This design comes from an exercise in tuning for a short achievable clock period and few clock cycles on the open sky130 flow, not from production work.
In this exercise RTL edits were held to simulation tests only and were not proved equivalent to the original.

run A:
## mips_core
module mips_core #(
    parameter mips_pkg::word_t RESET_PC = 32'h0000_3000
) (
    input  logic       clk,
    input  logic       arst_n,
    output mips_pkg::word_t      i_inst_addr,
    input  mips_pkg::word_t      i_inst_rdata,
    output mips_pkg::word_t      m_data_addr,
    input  mips_pkg::word_t      m_data_rdata,
    output mips_pkg::word_t      m_data_wdata,
    output logic [3:0] m_data_byteen,
    output logic       w_grf_we,
    output mips_pkg::reg_addr_t  w_grf_addr,
    output mips_pkg::word_t      w_grf_wdata,
    output mips_pkg::word_t      w_inst_addr
);
clock: 8.0 ns
lec_check: 0
cap_margin: 20
core_margin: 2
core_utilization: 40
place_density: 0.55
setup_slack_margin: 5
slew_margin: 20
synth_hierarchical: 1
synth_minimum_keep_size: 0
standard.sh (not shown) runs the stock make flow with config.mk's settings and CLKGATE_MAP_FILE= SYNTH_SCRIPT=/design/flow/synth_recipe.tcl, a recipe that flattens the netlist after the stock synthesis.
==> flow/flow/run.sh <==
#!/bin/bash
set -euo pipefail
bash standard.sh synth > synth.log 2>&1
bash standard.sh SETUP_SLACK_MARGIN=5.3 MATCH_CELL_FOOTPRINT=0 finish > layout.log 2>&1
Testbench counts of run A, summed over its fixed seeds: cycles 44,413.
Input changes introduced in run B (baseline for comparison: run A):
diff --git a/flow/design.v b/flow/design.v
--- a/flow/design.v
+++ b/flow/design.v
@@ -65,43 +65,46 @@
     end
 endmodule
 module mips_ks_add #(
     parameter bit SUB = 1'b0
 ) (
     input  mips_pkg::word_t a,
     input  mips_pkg::word_t b,
-    output mips_pkg::word_t y
+    output mips_pkg::word_t y,
+    output logic            c31     
 );
     logic [31:0] bb, g0, p0, x0;
     logic [31:0] g1n, p1n, g2, p2, g3n, p3n, g4, p4, g5n, p5n;
     assign bb = SUB ? ~b : b;
     assign x0 = a ^ bb;
     assign g0 = SUB ? ((a & bb) | {31'd0, x0[0]}) : (a & bb);
     assign p0 = x0;
     mips_ks_lvl_n #(.D(1))  u_l1 (.g(g0),   .p(p0),   .gn(g1n), .pn(p1n));
     mips_ks_lvl_p #(.D(2))  u_l2 (.gn(g1n), .pn(p1n), .g(g2),   .p(p2));
     mips_ks_lvl_n #(.D(4))  u_l3 (.g(g2),   .p(p2),   .gn(g3n), .pn(p3n));
     mips_ks_lvl_p #(.D(8))  u_l4 (.gn(g3n), .pn(p3n), .g(g4),   .p(p4));
     mips_ks_lvl_n #(.D(16)) u_l5 (.g(g4),   .p(p4),   .gn(g5n), .pn(p5n));
-    assign y = x0 ^ {~g5n[30:0], SUB};
+    assign y   = x0 ^ {~g5n[30:0], SUB};
+    assign c31 = ~g5n[30];
 endmodule
 module mips_alu (
     input  mips_pkg::word_t a,
     input  mips_pkg::word_t b,
     output mips_pkg::word_t sum,
     output mips_pkg::word_t diff,
     output mips_pkg::word_t and_y,
     output mips_pkg::word_t or_y,
     output logic            lt
 );
-    mips_ks_add #(.SUB(1'b0)) u_sum  (.a(a), .b(b), .y(sum));
-    mips_ks_add #(.SUB(1'b1)) u_diff (.a(a), .b(b), .y(diff));
+    logic c31_sum, c31_diff;
+    mips_ks_add #(.SUB(1'b0)) u_sum  (.a(a), .b(b), .y(sum),  .c31(c31_sum));
+    mips_ks_add #(.SUB(1'b1)) u_diff (.a(a), .b(b), .y(diff), .c31(c31_diff));
     assign and_y = a & b;
     assign or_y  = a | b;
-    assign lt    = (a[31] ^ b[31]) ? a[31] : diff[31];
+    assign lt    = (a[31] ^ b[31]) ? a[31] : ~c31_diff;
 endmodule
 module mips_opmux_alu (
     input  mips_pkg::word_t sum,
     input  mips_pkg::word_t diff,
     input  mips_pkg::word_t and_y,
     input  mips_pkg::word_t or_y,
     input  logic            lt,
@@ -558,15 +561,16 @@
     mips_opmux u_res (
         .sum (x_sum), .diff (x_diff), .and_y (x_and_y), .or_y (x_or_y), .lt (x_lt),
         .w1 ('0), .w2 ('0), .w3_n ('1), .sel ({3'b000, x_ops}), .y (x_y)
     );
     assign x_cmp_a = x_a_ld ? m_data_rdata : x_opa;
     assign x_eq    = (x_opa == x_opb);
     assign x_sd = x_sd_x ? m_wd : x_sd_m ? w_res : x_rt_rf;
-    mips_ks_add #(.SUB(1'b0)) u_btgt (.a(x_pc4), .b(x_off), .y(x_btgt));
+    logic x_btgt_c31;
+    mips_ks_add #(.SUB(1'b0)) u_btgt (.a(x_pc4), .b(x_off), .y(x_btgt), .c31(x_btgt_c31));
     assign x_redirect = x_j | x_jr | (x_eq ? x_beq : x_bne);
     assign x_npc      = x_jr ? x_cmp_a : x_j ? x_jt : x_btgt;
     mips_npc u_npc (
         .redirect (x_redirect),
         .tgt      (x_npc),
         .stall    (f_stall),
         .pc       (f_pc),
### Flow results
Diff run B..run A | number of instances in the synthesized netlist | negligible
Changes observed in run B relative to run A: number of standard cells in the final layout excluding fillers essentially unchanged; first-pass detailed-route iteration total decreased 2; worst slew slack as a fraction of its limit increased 5.4 points.
Run B: total global-route track usage 0.88 points below run A
Run A finished every step from synthesis to the final layout, and the layout passed the timing, design-rule and antenna checks.
Completing all stages was not enough for run B: its layout failed the final checks because of antenna violations.
Run B reports a higher proportion of cell area occupied by registers than run A does.
Delta(count of clock-net buffers in the final layout, run B - run A) < 0
Between run A and run B, the difference in hold slack is negligible.
Between run A and run B, met1 track demand over resource decreased.
Testbench counts of run B, summed over its fixed seeds: cycles 44,413.

[afterwards: timing with drivers on the ports]
The flow's constraints put no driver on any port. The routed layouts listed below were extracted and timed again, unchanged, in two steps. Step 1: set_driving_cell puts a clkbuf_16 on clk and a buf_2 on each other input, an assumption about the parent block. Step 2, shift: input delay + t, output delay - t, t = (earliest + latest rising clock arrival at the registers) / 2. This alone moves slack from input paths to output paths. a / b / c = ideal / step 1 / step 2; a / b = the first two.
| run | t, ns | slack for setup (ns) | latest minus earliest clock arrival (ns) | pins driven straight from the clock port |
|---|---|---|---|---|
| run A | 0.924 | 4.999 / 4.903 / 4.133 | 0.083 / 0.082 | 1 |
| run B | 0.931 | 4.996 / 4.909 / 4.109 | 0.040 / 0.040 | 1 |
The setup slack of run B, which loses most, moves by -0.087 ns with the drivers and by -0.887 ns with both steps.
